Source: an optimization exercise on an open RTL-to-GDS flow (aim: small area). Production flows keep margins and buffers that such runs may drop. In this exercise RTL edits were held to simulation tests only and were not proved equivalent to the original. Power is estimated from default activity; no workload was simulated.

## the reference run
==> flow/design.v <==
package dnsle_pkg;
  localparam int MAX_LABEL = 62;
  localparam int RING_DEPTH = MAX_LABEL + 1;
  localparam int CNT_W      = 6;
  localparam int BYTE_W     = 8;
  localparam int LEN_W      = 16;
  localparam logic [BYTE_W-1:0] DOT_CHAR = 8'd46;
endpackage
module dnsle_label_ram #(
  parameter int DEPTH = 63,
  parameter int WIDTH = 8
) (
  input  logic             clk,
  input  logic             wr_en,
  input  logic [WIDTH-1:0] wr_data,
  output logic [WIDTH-1:0] rd_data
);
  logic [DEPTH*WIDTH-1:0] ring_r;
  always_ff @(posedge clk) begin
    ring_r <= {ring_r[(DEPTH-1)*WIDTH-1:0],
               wr_en ? wr_data : ring_r[DEPTH*WIDTH-1 -: WIDTH]};
  end
  assign rd_data = ring_r[WIDTH-1:0];
endmodule
module dnsle_ctrl (
  input  logic        clk,
  input  logic        rst_n,
  input  logic        in_valid,
  output logic        in_ready,
  input  logic        in_mode,
  input  logic [7:0]  in_char_code,
  output logic        wr_en,
  input  logic [7:0]  rd_data,
  output logic        out_valid,
  input  logic        out_ready,
  output logic [7:0]  out_byte,
  output logic        out_last_of_run,
  output logic [15:0] out_encoded_length,
  output logic        out_label_overflow
);
  localparam int CNT_W = dnsle_pkg::CNT_W;
  localparam int LEN_W = dnsle_pkg::LEN_W;
  localparam logic [1:0] ST_IDLE  = 2'b00;
  localparam logic [1:0] ST_TSHOW = 2'b01;
  localparam logic [1:0] ST_DATA  = 2'b10;
  localparam logic [1:0] ST_TERM  = 2'b11;
  logic [1:0]       state_r;
  logic [CNT_W-1:0] off_r;
  logic [CNT_W-1:0] count_r;
  logic             dot_r;
  logic             ovf_r;
  logic             term_r;
  logic [LEN_W-1:0] enc_r;
  logic             valid_r;
  logic [7:0]       byte_r;
  logic st_idle, st_data, st_term, st_tshow;
  logic can_push, is_dot, empty, full, at_slot, closes, writes, take;
  logic consume, last, push, cnt_up, cnt_down;
  assign st_idle  = (state_r == ST_IDLE);
  assign st_data  = (state_r == ST_DATA);
  assign st_term  = (state_r == ST_TERM);
  assign st_tshow = (state_r == ST_TSHOW);
  assign can_push = !valid_r || out_ready;
  assign is_dot   = (in_char_code == dnsle_pkg::DOT_CHAR);
  assign empty    = (count_r == '0);
  assign full     = (count_r == CNT_W'(dnsle_pkg::MAX_LABEL));
  assign at_slot  = (off_r == count_r);
  assign closes   = in_mode || dot_r;
  assign writes   = !in_mode && !is_dot && (dot_r || !full);
  assign in_ready = st_idle && can_push && (!writes || at_slot);
  assign take     = in_valid && in_ready;
  assign wr_en    = take && writes;
  assign consume  = st_data && can_push && (off_r == CNT_W'(1));
  assign last     = (count_r == CNT_W'(1));
  assign push     = (take && closes && !(in_mode && empty)) || consume ||
                    (st_term && can_push);
  assign cnt_up   = wr_en && (!closes || empty);
  assign cnt_down = consume && !(last && !term_r && !dot_r);
  always_ff @(posedge clk) begin
    if (!rst_n) begin
      state_r <= ST_IDLE;
      off_r   <= '0;
      count_r <= '0;
      dot_r   <= 1'b0;
      ovf_r   <= 1'b0;
      valid_r <= 1'b0;
    end else begin
      case (state_r)
        ST_IDLE: begin
          if (take && closes) begin
            if (in_mode && empty) state_r <= ST_TERM;
            else if (!empty)      state_r <= ST_DATA;
          end
        end
        ST_DATA:  if (consume && last) state_r <= term_r ? ST_TERM : ST_IDLE;
        ST_TERM:  if (can_push) state_r <= ST_TSHOW;
        default:  if (out_ready) state_r <= ST_IDLE;
      endcase
      if (consume)                                    off_r <= off_r;
      else if (off_r == CNT_W'(dnsle_pkg::MAX_LABEL)) off_r <= '0;
      else                                            off_r <= off_r + CNT_W'(1);
      if (cnt_up)        count_r <= count_r + CNT_W'(1);
      else if (cnt_down) count_r <= count_r - CNT_W'(1);
      if (take) dot_r <= !in_mode && is_dot;
      if (st_tshow && out_ready)                          ovf_r <= 1'b0;
      else if (take && !in_mode && !dot_r && !is_dot && full) ovf_r <= 1'b1;
      if (push)           valid_r <= 1'b1;
      else if (out_ready) valid_r <= 1'b0;
    end
  end
  always_ff @(posedge clk) begin
    if (take && closes) term_r <= in_mode;
  end
  always_ff @(posedge clk) begin
    if (!rst_n || (st_tshow && out_ready)) enc_r <= '0;
    else if (push && enc_r != '1)          enc_r <= enc_r + LEN_W'(1);
  end
  always_ff @(posedge clk) begin
    if (push) byte_r <= st_data ? rd_data : 8'(count_r);
  end
  assign out_valid          = valid_r;
  assign out_byte           = byte_r;
  assign out_last_of_run    = !state_r[1];
  assign out_encoded_length = st_tshow ? enc_r : '0;
  assign out_label_overflow = ovf_r;
endmodule
module dns_name_label_encoder (
  input  logic        clk,
  input  logic        rst_n,
  input  logic        in_valid,
  output logic        in_ready,
  input  logic        in_mode,
  input  logic [7:0]  in_char_code,
  output logic        out_valid,
  input  logic        out_ready,
  output logic [7:0]  out_byte,
  output logic        out_last_of_run,
  output logic [15:0] out_encoded_length,
  output logic        out_label_overflow
);
  logic       wr_en;
  logic [7:0] rd_data;
  dnsle_label_ram #(
    .DEPTH (dnsle_pkg::RING_DEPTH),
    .WIDTH (dnsle_pkg::BYTE_W)
  ) u_ram (
    .clk     (clk),
    .wr_en   (wr_en),
    .wr_data (in_char_code),
    .rd_data (rd_data)
  );
  dnsle_ctrl u_ctrl (
    .clk                (clk),
    .rst_n              (rst_n),
    .in_valid           (in_valid),
    .in_ready           (in_ready),
    .in_mode            (in_mode),
    .in_char_code       (in_char_code),
    .wr_en              (wr_en),
    .rd_data            (rd_data),
    .out_valid          (out_valid),
    .out_ready          (out_ready),
    .out_byte           (out_byte),
    .out_last_of_run    (out_last_of_run),
    .out_encoded_length (out_encoded_length),
    .out_label_overflow (out_label_overflow)
  );
endmodule
clock: 5.5 ns
lec_check: 0
cap_margin: 20
core_margin: 2
core_utilization: 75
slew_margin: 20
standard.sh (not shown) runs the stock make flow with config.mk's settings and CLKGATE_MAP_FILE= SYNTH_SCRIPT=/design/flow/synth_recipe.tcl, a recipe that flattens the netlist after the stock synthesis.
==> flow/flow/run.sh <==
#!/bin/bash
# Layout flow: the standard ORFS layout (standard.sh), with these changes
# passed to ORFS through its own variables:
#  - synthesis maps logic with an area-oriented ABC script (abc_area.script
#    here) in place of ORFS's speed script; the synthesis script is
#    otherwise the standard flow's synth_recipe.tcl unchanged, so registers and names are
#    those of the standard synthesis;
#  - clock tree synthesis without dummy loads, with clkbuf_8 buffers and sink
#    clusters of at most 20 flip-flops (CTS_ARGS);
#  - port buffers of the smallest buffer cell (BUFFER_PORTS_ARGS).
# Each tool's full output is kept in the ORFS logs under orfs/logs, and the
# make output in flow_make.log here.
set -euo pipefail
here=$(pwd)
{
  printf 'proc abc {args} {\n'
  printf '  set i [lsearch $args -script]\n'
  printf '  if {$i >= 0} { lset args [expr {$i + 1}] %s/flow/abc_area.script }\n' "$here"
  printf '  yosys abc {*}$args\n'
  printf '}\n'
  cat synth_recipe.tcl
} > own_synth.tcl
sed -E "s#SYNTH_SCRIPT=[^ ]+#SYNTH_SCRIPT=$here/own_synth.tcl#" standard.sh > own_standard.sh
grep -q "SYNTH_SCRIPT=$here/own_synth.tcl" own_standard.sh
export CTS_ARGS="-sink_clustering_enable -repair_clock_nets -dont_use_dummy_load -sink_clustering_size 20 -sink_clustering_max_diameter 60 -buf_list sky130_fd_sc_hd__clkbuf_8"
export BUFFER_PORTS_ARGS="-buffer_cell sky130_fd_sc_hd__buf_1"
bash own_standard.sh > flow_make.log 2>&1
==> flow/flow/abc_area.script <==
strash
dch -f
map -a
strash
dch -f
map -a
strash
dch -f
map -a
topo
## Diff of input files: the trial run against the reference run
--- a/flow/design.v
+++ b/flow/design.v
@@ -76,6 +76,19 @@
                     (st_term && can_push);
   assign cnt_up   = wr_en && (!closes || empty);
   assign cnt_down = consume && !(last && !term_r && !dot_r);
+  logic [CNT_W-1:0] cnt_tog;
+  always_comb begin
+    cnt_tog[0] = cnt_up || cnt_down;
+    for (int i = 1; i < CNT_W; i++)
+      cnt_tog[i] = cnt_tog[i-1] && (count_r[i-1] ? cnt_up : cnt_down);
+  end
+  logic [CNT_W-1:0] off_tog;
+  logic             off_wrap;
+  assign off_wrap = !consume && (off_r == CNT_W'(dnsle_pkg::MAX_LABEL));
+  always_comb begin
+    off_tog[0] = !consume;
+    for (int i = 1; i < CNT_W; i++) off_tog[i] = off_tog[i-1] && off_r[i-1];
+  end
   always_ff @(posedge clk) begin
     if (!rst_n) begin
       state_r <= ST_IDLE;
@@ -96,11 +109,8 @@
         ST_TERM:  if (can_push) state_r <= ST_TSHOW;
         default:  if (out_ready) state_r <= ST_IDLE;
       endcase
-      if (consume)                                    off_r <= off_r;
-      else if (off_r == CNT_W'(dnsle_pkg::MAX_LABEL)) off_r <= '0;
-      else                                            off_r <= off_r + CNT_W'(1);
-      if (cnt_up)        count_r <= count_r + CNT_W'(1);
-      else if (cnt_down) count_r <= count_r - CNT_W'(1);
+      off_r <= (off_r ^ off_tog) & ~{CNT_W{off_wrap}};
+      count_r <= count_r ^ cnt_tog;
       if (take) dot_r <= !in_mode && is_dot;
       if (st_tshow && out_ready)                          ovf_r <= 1'b0;
       else if (take && !in_mode && !dot_r && !is_dot && full) ovf_r <= 1'b1;
@@ -111,10 +121,12 @@
   always_ff @(posedge clk) begin
     if (take && closes) term_r <= in_mode;
   end
+  logic [LEN_W-1:0] enc_n;
   always_ff @(posedge clk) begin
-    if (!rst_n || (st_tshow && out_ready)) enc_r <= '0;
-    else if (push && enc_r != '1)          enc_r <= enc_r + LEN_W'(1);
+    if (!rst_n || (st_tshow && out_ready)) enc_n <= '1;
+    else if (push && enc_n != '0)          enc_n <= enc_n - LEN_W'(1);
   end
+  assign enc_r = ~enc_n;
   always_ff @(posedge clk) begin
     if (push) byte_r <= st_data ? rd_data : 8'(count_r);
   end
- Comparing the reference run against the trial run, there is no change at all in aggregate global routing overflow.
- The trial run vs. the reference run: initial cell density of the core went down by 0.59 points.
- The reference run → the trial run: fraction of layout cells with a size suffix above 1 picked up an extra 1.2 points; total power consumption of the routed design dropped 2.3%; met2 layer usage reported by global route shows a reduction of 3.5 points; adder-cell area share of the yosys netlist now smaller.
- On maximum clock frequency, the higher figure sits with the trial run, not the reference run.
- Between the reference run and the trial run, the cell count went down.
- Delta (the trial run minus the reference run): cell area after placement saw a decrease, total vias in the final route saw a decrease.

==> static timing again, ports no longer ideal <==
The results above use ideal ports. As a check the final layouts listed here were re-extracted and re-timed, cells and wires unchanged.
Step 1, drivers: a clkbuf_16 drives clk and a buf_2 each remaining input, both assumed.
Step 2 times the ports against the registers' clock, not the clock port: input delays grow and output delays shrink by t, the midpoint of the rising clock arrivals with the driver on.
Slacks: ideal ports / drivers / drivers and shift; pairs: ideal ports / drivers.
run	shift t [ns]	setup WS [ns]	worst hold slack (ns)	worst slew at a driven data input, ns	pins driven straight from the clock port
the reference run	0.613	0.722 / 0.741 / 0.128	0.284 / 0.284 / 0.284	0.04	1
the trial run	0.597	0.836 / 0.836 / 0.345	0.270 / 0.270 / 0.270	0.06	1
After both steps every run listed still meets setup and hold. For the reference run, which loses most, drivers alone change the setup slack by +0.019 ns; drivers and shift together by -0.594 ns.
